Background: an optimization exercise with open tools, aiming at small area. Do not read the settings as production practice.
Function was checked by simulation only, so behaviour that the tests miss may differ from the original.
Power figures rest on the tool's default switching activity, not on a simulated workload.

## PW
==> flow/design.v (excerpt) <==
module cpuTop (
	input logic clock,
	input logic reset,
	input logic [15:0] memReadData,
	output logic [15:0] memAddr,
	output logic [15:0] memWriteData,
	output logic memWe,
	output logic fetchStrobe
);
Size: ~710 cells after synthesis, ~320 flip-flops, about 52 I/O pins.
Settings: LEC_CHECK=0, ABC_AREA=1, CAP_MARGIN=0, CORE_MARGIN=2, CORE_UTILIZATION=60, SLEW_MARGIN=0; clock period 10.0 ns.
standard.sh (not shown) runs the stock make flow with config.mk's settings and CLKGATE_MAP_FILE= SYNTH_SCRIPT=/design/flow/synth_recipe.tcl, a recipe that flattens the netlist after the stock synthesis.
==> flow/flow/run.sh <==
#!/bin/bash
# The standard layout (standard.sh) with three changes:
# - synthesis maps with an area-only ABC script (flow/abc_area.script, in a
#   copy of the ORFS scripts folder); the rest of synthesis is unchanged,
#   so the registers and their names are the standard synthesis's;
# - the port buffers are buf_1;
# - clock tree synthesis inserts no dummy loads and uses clkbuf_4 clusters.
# Each tool's output goes to the ORFS logs under orfs/logs; make's own
# output goes to standard.log.
set -euo pipefail
here=$(pwd)
rm -rf "$here/scripts"
cp -r "$FLOW_HOME/scripts" "$here/scripts"
cp "$here/flow/abc_area.script" "$here/scripts/abc_area.script"
export BUFFER_PORTS_ARGS="-buffer_cell sky130_fd_sc_hd__buf_1"
export CTS_ARGS="-sink_clustering_enable -repair_clock_nets -dont_use_dummy_load -buf_list sky130_fd_sc_hd__clkbuf_4 -sink_clustering_size 10 -sink_clustering_max_diameter 40 -root_buf sky130_fd_sc_hd__clkbuf_16 -sink_clustering_levels 1"
bash standard.sh SCRIPTS_DIR="$here/scripts" finish > standard.log 2>&1
==> flow/flow/abc_area.script <==
strash
dch -f
amap
The following lists how JK was set up differently from PW:
--- a/flow/flow/run.sh
+++ b/flow/flow/run.sh
@@ -16 +16 @@
-export CTS_ARGS="-sink_clustering_enable -repair_clock_nets -dont_use_dummy_load -buf_list sky130_fd_sc_hd__clkbuf_4 -sink_clustering_size 10 -sink_clustering_max_diameter 40 -root_buf sky130_fd_sc_hd__clkbuf_16 -sink_clustering_levels 1"
+export CTS_ARGS="-sink_clustering_enable -repair_clock_nets -dont_use_dummy_load -buf_list sky130_fd_sc_hd__clkbuf_4 -sink_clustering_size 10 -sink_clustering_max_diameter 40"
## What came out
JK against PW: first-pass GRT wire length lower; sequential group share of total power grew by 1.9 points; multi-input combinational gate total barely changed; maximum resistive drop on vdd dropped 0.00000070 V; number of standard cells in the final layout excluding fillers was more or less identical. Compared with PW, JK shows a higher flip-flop and latch share of the layout cell area.

========
== try-delta ==
The RTL this note starts from:
==> flow/design.v <==
`timescale 1ns/1ps
`default_nettype none
module cpuTop (
	input logic clock,
	input logic reset,
	input logic [15:0] memReadData,
	output logic [15:0] memAddr,
	output logic [15:0] memWriteData,
	output logic memWe,
	output logic fetchStrobe
);
	localparam int flagCarry = 0;
	localparam int flagLow = 1;
	localparam int flagFlag = 2;
	localparam int flagZero = 3;
	localparam int flagNeg = 4;
	logic [3:0] phase;
	logic ex1;  
	logic ex2;  
	logic [255:0] rf;  
	logic [15:0] ir;
	logic [15:0] pcq;  
	logic [15:0] tq;  
	logic [4:0] psr;
	logic carry;  
	logic incCarry;  
	logic fEq;  
	logic fLt;  
	wire first = phase == 4'd0;
	wire last = phase == 4'd15;
	wire [15:0] inst = (ex1 && first) ? memReadData : ir;
	wire [3:0] op = inst[15:12];
	wire [3:0] ext = inst[7:4];
	wire [3:0] rdIndex = inst[11:8];
	wire [3:0] rsIndex = inst[3:0];
	wire [3:0] cond = inst[11:8];
	wire opR = op == 4'h0;
	wire opS = op == 4'h4;
	wire isAnd = (opR && ext == 4'h1) || op == 4'h1;
	wire isOr = (opR && ext == 4'h2) || op == 4'h2;
	wire isXor = (opR && ext == 4'h3) || op == 4'h3;
	wire isMov = (opR && ext == 4'hD) || op == 4'hD;
	wire isAdd = (opR && ext == 4'h5) || op == 4'h5;
	wire isCmp = (opR && ext == 4'hB) || op == 4'hB;
	wire isSub = (opR && ext == 4'h9) || op == 4'h9 || isCmp;
	wire isLui = op == 4'hF;
	wire isLsh = (opR && ext == 4'h4) || op == 4'h8;
	wire isBcc = op == 4'hC;
	wire isLoad = opS && ext == 4'h0;
	wire isStor = opS && ext == 4'h4;
	wire isJal = opS && ext == 4'h8;
	wire isJcc = opS && ext == 4'hC;
	wire isLong = isLoad || isStor || isLsh;
	wire setsFlags = isAdd || isSub;
	wire aluWrites = isAnd || isOr || isXor || isMov || isAdd || (isSub && !isCmp) || isLui;
	logic [15:0] lsb;
	always_comb
		for (int r = 0; r < 16; r++)
			lsb[r] = rf[16 * r];
	wire rsBit = lsb[rsIndex];
	wire rdBit = lsb[rdIndex];
	wire immLow = inst[phase[2:0]];
	wire immSigned8 = op == 4'h5 || op == 4'h9 || op == 4'hB || op == 4'hC;
	wire immShift = op == 4'h8;
	logic immBit;
	always_comb begin
		if (phase[3])
			immBit = immSigned8 ? inst[7] : (immShift && inst[3]);
		else if (immShift && phase[2])
			immBit = inst[3];
		else
			immBit = immLow;
	end
	wire bBit = opR ? rsBit : immBit;
	wire aBit = isBcc ? pcq[0] : rdBit;
	wire bEff = bBit ^ isSub;
	wire cin = first ? isSub : carry;
	wire sum = aBit ^ bEff ^ cin;
	wire cout = (aBit & bEff) | (aBit & cin) | (bEff & cin);
	logic aluBit;
	always_comb begin
		if (isAnd)
			aluBit = aBit & bBit;
		else if (isOr)
			aluBit = aBit | bBit;
		else if (isXor)
			aluBit = aBit ^ bBit;
		else if (isMov)
			aluBit = bBit;
		else if (isLui)
			aluBit = phase[3] ? immLow : aBit;
		else
			aluBit = sum;
	end
	wire incSrc = ex2 ? rdBit : pcq[0];
	wire incIn = first | incCarry;
	wire incBit = incSrc ^ incIn;
	wire eqIn = first | fEq;
	wire ltIn = !first & fLt;
	wire differ = aBit ^ bBit;
	logic [4:0] newFlags;
	always_comb begin
		newFlags[flagCarry] = cout ^ isSub;
		newFlags[flagLow] = differ ? aBit : ltIn;
		newFlags[flagFlag] = (aBit == bEff) && (sum != aBit);
		newFlags[flagZero] = eqIn && !differ;
		newFlags[flagNeg] = differ ? bBit : ltIn;
	end
	logic condBase;
	always_comb begin
		case (cond[3:1])
			3'd0: condBase = psr[flagZero];
			3'd1: condBase = psr[flagCarry];
			3'd2: condBase = psr[flagLow];
			3'd3: condBase = psr[flagNeg];
			3'd4: condBase = psr[flagFlag];
			3'd5: condBase = !(psr[flagLow] || psr[flagZero]);
			3'd6: condBase = !(psr[flagNeg] || psr[flagZero]);
			default: condBase = 1'b1;
		endcase
	end
	wire condTrue = condBase ^ cond[0];
	wire [3:0] shAmount = ir[3:0];
	logic [15:0] tapByAmount;
	always_comb
		for (int k = 0; k < 16; k++)
			tapByAmount[k] = tq[(16 - k) % 16];
	wire shLow = phase >= shAmount;
	wire shBit = tapByAmount[shAmount] && (fEq ? shLow : (fLt && !shLow));
	logic rfWe;
	logic rfBit;
	always_comb begin
		rfWe = 1'b0;
		rfBit = aluBit;
		if (ex1) begin
			rfWe = aluWrites || isJal || isLong;
			if (isLong)
				rfBit = pcq[0];
			else if (isJal)
				rfBit = incBit;
		end
		else if (ex2) begin
			rfWe = 1'b1;
			if (isLoad)
				rfBit = first ? memReadData[0] : tq[0];
			else if (isStor)
				rfBit = tq[0];
			else
				rfBit = shBit;
		end
	end
	logic pcBit;
	always_comb begin
		pcBit = incBit;
		if (!ex1 && !ex2)
			pcBit = 1'b0;
		else if (ex1) begin
			if (isLsh)
				pcBit = bBit;
			else if (isLoad || isStor || isJal)
				pcBit = rsBit;
			else if (isJcc && condTrue)
				pcBit = rsBit;
			else if (isBcc && condTrue)
				pcBit = sum;
		end
	end
	wire tBit = ex1 ? rdBit : tq[0];
	wire loadData = ex2 && first && isLoad;
	always_ff @(posedge clock) begin
		for (int r = 0; r < 16; r++)
			rf[16 * r +: 16] <= {(rfWe && rdIndex == 4'(r)) ? rfBit : rf[16 * r],
				rf[16 * r + 1 +: 15]};
		pcq <= {pcBit, pcq[15:1]};
		tq <= {tBit, loadData ? memReadData[15:1] : tq[15:1]};
		ir <= inst;
		if (ex1 && last && isLsh)
			ir[3:0] <= pcq[4:1];  
		carry <= cout;
		incCarry <= incSrc & incIn;
		if (ex1) begin
			if (isLsh) begin
				fEq <= (phase < 4'd4) || (fEq && !bBit);
				fLt <= (phase < 4'd4) || (fLt && bBit);
			end
			else begin
				fEq <= eqIn && !differ;
				fLt <= differ ? aBit : ltIn;
			end
		end
	end
	always_ff @(posedge clock) begin
		if (!reset) begin
			phase <= 4'd0;
			ex1 <= 1'b0;
			ex2 <= 1'b0;
			psr <= '0;
		end
		else begin
			phase <= phase + 4'd1;
			if (last) begin
				ex1 <= !ex1 || !isLong;
				ex2 <= ex1 && isLong;
			end
			if (ex1 && last && setsFlags)
				psr <= newFlags;
		end
	end
	assign memAddr = {pcBit, pcq[15:1]};
	assign memWriteData = {tBit, tq[15:1]};
	assign memWe = ex1 && last && isStor;
	assign fetchStrobe = !(ex1 && isLoad);
endmodule
`default_nettype wire
Settings: LEC_CHECK=0, ABC_AREA=1, CAP_MARGIN=0, CORE_MARGIN=2, CORE_UTILIZATION=60, SLEW_MARGIN=0; clock period 10.0 ns.
==> flow/flow/run.sh <==
#!/bin/bash
# The standard layout (standard.sh) with three changes:
# - synthesis maps with an area-only ABC script (flow/abc_area.script, in a
#   copy of the ORFS scripts folder); the rest of synthesis is unchanged,
#   so the registers and their names are the standard synthesis's;
# - the port buffers are buf_1;
# - clock tree synthesis inserts no dummy loads and uses clkbuf_4 clusters.
# Each tool's output goes to the ORFS logs under orfs/logs; make's own
# output goes to standard.log.
set -euo pipefail
here=$(pwd)
rm -rf "$here/scripts"
cp -r "$FLOW_HOME/scripts" "$here/scripts"
cp "$here/flow/abc_area.script" "$here/scripts/abc_area.script"
export BUFFER_PORTS_ARGS="-buffer_cell sky130_fd_sc_hd__buf_1"
export CTS_ARGS="-sink_clustering_enable -repair_clock_nets -dont_use_dummy_load -buf_list sky130_fd_sc_hd__clkbuf_16 -sink_clustering_size 32 -sink_clustering_max_diameter 60"
bash standard.sh SCRIPTS_DIR="$here/scripts" finish > standard.log 2>&1
Scripts as last shown in full above: flow/flow/abc_area.script
try-delta ran to completion and came out clean on the timing, design-rule and antenna checks.
The inputs of try-harbor differ from those of try-delta as listed below.
Settings: CTS_BUF_LIST: unset -> sky130_fd_sc_hd__clkbuf_2 sky130_fd_sc_hd__clkbuf_4.
==> flow/run.sh (new file) <==
#!/bin/bash
# synth_recipe.tcl (not shown) runs the flow's synth.tcl, then flattens the netlist and writes it again
# the make line also repeats each setting of config.mk as NAME=value (left out here)
make -C /OpenROAD-flow-scripts/flow DESIGN_CONFIG=/design/flow/config.mk WORK_HOME=/design/flow/orfs CLKGATE_MAP_FILE= SYNTH_SCRIPT=/design/flow/synth_recipe.tcl finish
removed: flow/flow/run.sh
removed: flow/flow/abc_area.script
removed: flow/standard.sh
The lower total net switching power came out of try-delta. A launch point of the worst path of phase[0] is what try-harbor shows, while phase[1] belongs to try-delta. | number of cells after detailed placement | lower: try-delta |. Final standard cell utilization of the core: try-harbor > try-delta.
What try-maple does differently from try-harbor at the input level:
Settings: CORE_UTILIZATION: 60 -> 75; CTS_BUF_LIST: sky130_fd_sc_hd__clkbuf_2 sky130_fd_sc_hd__clkbuf_4 -> unset.
==> flow/flow/run.sh (new file) <==
#!/bin/bash
# The standard layout (standard.sh) with three changes:
# - synthesis maps with an area-only ABC script (flow/abc_area.script, in a
#   copy of the ORFS scripts folder); the rest of synthesis is unchanged,
#   so the registers and their names are the standard synthesis's;
# - the port buffers are buf_1;
# - clock tree synthesis inserts no dummy loads and uses clkbuf_4 clusters.
# Each tool's output goes to the ORFS logs under orfs/logs; make's own
# output goes to standard.log.
set -euo pipefail
here=$(pwd)
rm -rf "$here/scripts"
cp -r "$FLOW_HOME/scripts" "$here/scripts"
cp "$here/flow/abc_area.script" "$here/scripts/abc_area.script"
export BUFFER_PORTS_ARGS="-buffer_cell sky130_fd_sc_hd__buf_1"
export CTS_ARGS="-sink_clustering_enable -repair_clock_nets -dont_use_dummy_load -buf_list sky130_fd_sc_hd__clkbuf_4 -sink_clustering_size 10 -sink_clustering_max_diameter 40"
bash standard.sh SCRIPTS_DIR="$here/scripts" finish > standard.log 2>&1
==> flow/flow/abc_area.script (new file) <==
strash
dch -f
amap
==> flow/standard.sh (new file) <==
#!/bin/bash
# synth_recipe.tcl (not shown) runs the flow's synth.tcl, then flattens the netlist and writes it again
# the make line also repeats each setting of config.mk as NAME=value (left out here)
make -C /OpenROAD-flow-scripts/flow DESIGN_CONFIG=/design/flow/config.mk WORK_HOME=/design/flow/orfs CLKGATE_MAP_FILE= SYNTH_SCRIPT=/design/flow/synth_recipe.tcl "${@:-finish}"
removed: flow/run.sh
==> summary.txt <==
- try-harbor vs try-maple, critical-path cell with the highest stage delay: sky130_fd_sc_hd__ha_1 vs sky130_fd_sc_hd__o22ai_1
- Count of buffering cells on the critical path with inverters included: try-maple and try-harbor compared, higher one is try-maple
- Diff try-harbor -> try-maple: overall die height shrank by about 15%; clock power share shrank by 16 points; met2 usage in global routing grew by 12 points.
- try-maple -> try-harbor: number of port buffers delta 0, exact match
- try-maple does worse than try-harbor on setup slack.
- Changes observed in try-maple relative to try-harbor: overall routed net length went up, critical path depth picked up an extra 1.
- try-maple against try-harbor: post-synthesis cell area saw a decrease; net switching power of the design picked up an extra 5.3%; worst-case hold slack has decreased.
Relative to try-maple, the following input files were edited for try-yarrow:
Settings: changing CORE_UTILIZATION from 75 to 60.
==> summary.txt <==
- When try-yarrow is measured against try-maple, its count of clock-buffer cells in the layout turns out 1 higher.
- Number of vias in the routed layout in try-yarrow is 559 lower than in try-maple
- In the tables for try-maple and try-yarrow, final instance area reads higher with try-yarrow.
- Detailed-routing iteration count for the pre-antenna-repair pass for try-yarrow is lower than for try-maple.
- Diff try-maple -> try-yarrow | final period utilization | decrease of 4.9 points
- The part of the power in registers number comes out lower for try-maple vs try-yarrow.
- try-maple has a lower critical path depth than try-yarrow.
- Relative to try-maple, the average wire length per cell after detail routing measured on try-yarrow has decreased by more than 10%.
- Against try-maple, try-yarrow comes in 570 ps higher on register-to-register slack.

========
== run A ==
Starts from the design.v that is shown in full above.
export LEC_CHECK = 0
export CAP_MARGIN = 20
export CORE_MARGIN = 2
export CORE_UTILIZATION = 40
export SLEW_MARGIN = 20
create_clock -name core_clock -period 10.0 [get_ports {clock}]
run.sh (not shown) runs the stock make flow with config.mk's settings and CLKGATE_MAP_FILE= SYNTH_SCRIPT=/design/flow/synth_recipe.tcl, a recipe that flattens the netlist after the stock synthesis.
Stock flow here: none of the scripts above is used.
For run B, these inputs were changed with respect to run A:
==> flow/flow/run.sh (new file) <==
#!/bin/bash
# The standard layout (standard.sh) with three changes:
# - synthesis maps with an area-only ABC script (flow/abc_area.script, in a
#   copy of the ORFS scripts folder); the rest of synthesis is unchanged,
#   so the registers and their names are the standard synthesis's;
# - the port buffers are buf_1;
# - clock tree synthesis inserts no dummy loads and uses clkbuf_4 clusters.
# Each tool's output goes to the ORFS logs under orfs/logs; make's own
# output goes to standard.log.
set -euo pipefail
here=$(pwd)
rm -rf "$here/scripts"
cp -r "$FLOW_HOME/scripts" "$here/scripts"
cp "$here/flow/abc_area.script" "$here/scripts/abc_area.script"
export BUFFER_PORTS_ARGS="-buffer_cell sky130_fd_sc_hd__buf_1"
export CTS_ARGS="-sink_clustering_enable -repair_clock_nets -dont_use_dummy_load -buf_list sky130_fd_sc_hd__clkbuf_8 -sink_clustering_size 20 -sink_clustering_max_diameter 40"
bash standard.sh SCRIPTS_DIR="$here/scripts" finish > standard.log 2>&1
==> flow/flow/abc_area.script (new file) <==
strash
dch -f
amap
==> flow/standard.sh (new file) <==
#!/bin/bash
# synth_recipe.tcl (not shown) runs the flow's synth.tcl, then flattens the netlist and writes it again
# the make line also repeats each setting of config.mk as NAME=value (left out here)
make -C /OpenROAD-flow-scripts/flow DESIGN_CONFIG=/design/flow/config.mk WORK_HOME=/design/flow/orfs CLKGATE_MAP_FILE= SYNTH_SCRIPT=/design/flow/synth_recipe.tcl "${@:-finish}"
-- flow/config.mk --
<<< run A, line 7
export LEC_CHECK = 0
export CAP_MARGIN = 20
export CORE_MARGIN = 2
export CORE_UTILIZATION = 40
export SLEW_MARGIN = 20
>>> run B, line 7
export LEC_CHECK = 0
export ABC_AREA = 1
export CAP_MARGIN = 0
export CORE_MARGIN = 2
export CORE_UTILIZATION = 60
export SLEW_MARGIN = 0
removed: flow/run.sh
Findings:
Run B has standard-cell row count below what run A had. Number of non-clock inverters up 110% in run B wrt run A. Of the two values seen for origin of the worst setup path, memReadData[8] was produced by run A and phase[0] by run B. Going from run A to run B, final worst-path cycle share increased 8.9 points; utilization increased 19 points; average cell area after synthesis increased 0.096 µm².
### run B -> run C
==> flow/flow/run.sh <==
#!/bin/bash
# The standard layout (standard.sh) with two changes: the port buffers
# are buf_1, and clock tree synthesis inserts no dummy loads and clusters
# more sinks per buffer. Each tool's output goes to the ORFS logs under orfs/;
# make's own output goes to standard.log.
set -euo pipefail
export BUFFER_PORTS_ARGS="-buffer_cell sky130_fd_sc_hd__buf_1"
export CTS_ARGS="-sink_clustering_enable -repair_clock_nets -dont_use_dummy_load -buf_list sky130_fd_sc_hd__clkbuf_8 -sink_clustering_size 16 -sink_clustering_max_diameter 60"
bash standard.sh > standard.log 2>&1
removed: flow/flow/abc_area.script
Findings:
No stage failed in run C, and the final checks on the layout all came back clean. Between run C and run B, it is run C whose largest fanout on the critical path is higher, by 3. | area share of buffers outside the clock network | higher: run B |. Against run B, run C reports a number of distinct standard cells referenced by the synthesized netlist that is higher. Between run B and run C, the flow reports mapped cell area increasing by more than 10%. Going from run B to run C, via count of the first global-routing pass saw an increase; total power down about 9%; worst path setup slack after routing now larger.
Changes in run D relative to run C:
==> flow/run.sh (new file) <==
#!/bin/bash
# synth_recipe.tcl (not shown) runs the flow's synth.tcl, then flattens the netlist and writes it again
# the make line also repeats each setting of config.mk as NAME=value (left out here)
make -C /OpenROAD-flow-scripts/flow DESIGN_CONFIG=/design/flow/config.mk WORK_HOME=/design/flow/orfs CLKGATE_MAP_FILE= SYNTH_SCRIPT=/design/flow/synth_recipe.tcl finish
-- flow/config.mk --
<<< run C, line 8
export ABC_AREA = 1
export CAP_MARGIN = 0
export CORE_MARGIN = 2
export CORE_UTILIZATION = 60
export SLEW_MARGIN = 0
>>> run D, line 8
export ABC_AREA = 1
export CAP_MARGIN = 20
export CORE_MARGIN = 2
export CORE_UTILIZATION = 40
export CTS_BUF_LIST = sky130_fd_sc_hd__clkbuf_4
export SLEW_MARGIN = 20
removed: flow/flow/run.sh
removed: flow/standard.sh
Findings:
- Looking at the reports, run D completed the entire flow and the layout it produced met the timing, design-rule and antenna checks.
- Worst relative slew slack ended up 4.2 points lower on run D than on run C.
- Compared with run C, run D shows a higher total power consumption of the routed design.
- Clock-buffer cell count (higher): run D
- Run D vs. run C: horizontal die dimension now larger, clock group share of total power went up by 13 points, clock input transition at the sequential cells of the worst setup and hold paths down 0.03 ns.

[what the ideal ports hide]
Ports are ideal in the flow. The routed layouts listed here were re-timed in OpenROAD.
Step 1, drivers: a clkbuf_16 drives clock and a buf_2 each remaining input, both assumed.
Step 2 times the ports against the registers' clock, not the clock port: input delays grow and output delays shrink by t, the midpoint of the rising clock arrivals with the driver on.
Slacks: no drivers / after step 1 / after step 2; pairs: no drivers / after step 1.
run | t, ns | slack for setup (ns) | worst hold slack (ns) | slew at the worst register clock pin (ns) | pins driven straight from the clock port
PW | 0.502 | 0.915 / 0.873 / 1.375 | 0.317 / 0.317 / 0.317 | 0.10 / 0.10 | 1
JK | 0.637 | 0.807 / 0.771 / 1.408 | 0.308 / 0.308 / 0.308 | 0.10 / 0.10 | 1
try-delta | 0.507 | 0.726 / 0.684 / 1.191 | 0.330 / 0.330 / 0.330 | 0.11 / 0.11 | 1
try-harbor | 0.690 | 1.948 / 1.911 / 2.151 | 0.296 / 0.296 / 0.296 | 0.08 / 0.08 | 1
try-maple | 0.625 | 0.279 / 0.238 / 0.863 | 0.247 / 0.247 / 0.247 | 0.12 / 0.12 | 1
try-yarrow | 0.616 | 0.773 / 0.735 / 1.350 | 0.302 / 0.302 / 0.302 | 0.10 / 0.10 | 1
run A | 0.590 | 1.542 / 1.519 / 1.519 | 0.321 / 0.321 / 0.321 | 0.07 / 0.07 | 1
run B | 0.570 | 0.652 / 0.616 / 1.186 | 0.267 / 0.267 / 0.267 | 0.11 / 0.11 | 1
run C | 0.551 | 2.568 / 2.530 / 2.976 | 0.291 / 0.291 / 0.291 | 0.10 / 0.10 | 1
run D | 0.685 | 1.953 / 1.917 / 2.187 | 0.285 / 0.285 / 0.285 | 0.08 / 0.08 | 1
After both steps every run listed still meets setup and hold. The setup slack of run A, which loses most, moves by -0.023 ns with the drivers and by -0.023 ns with both steps.
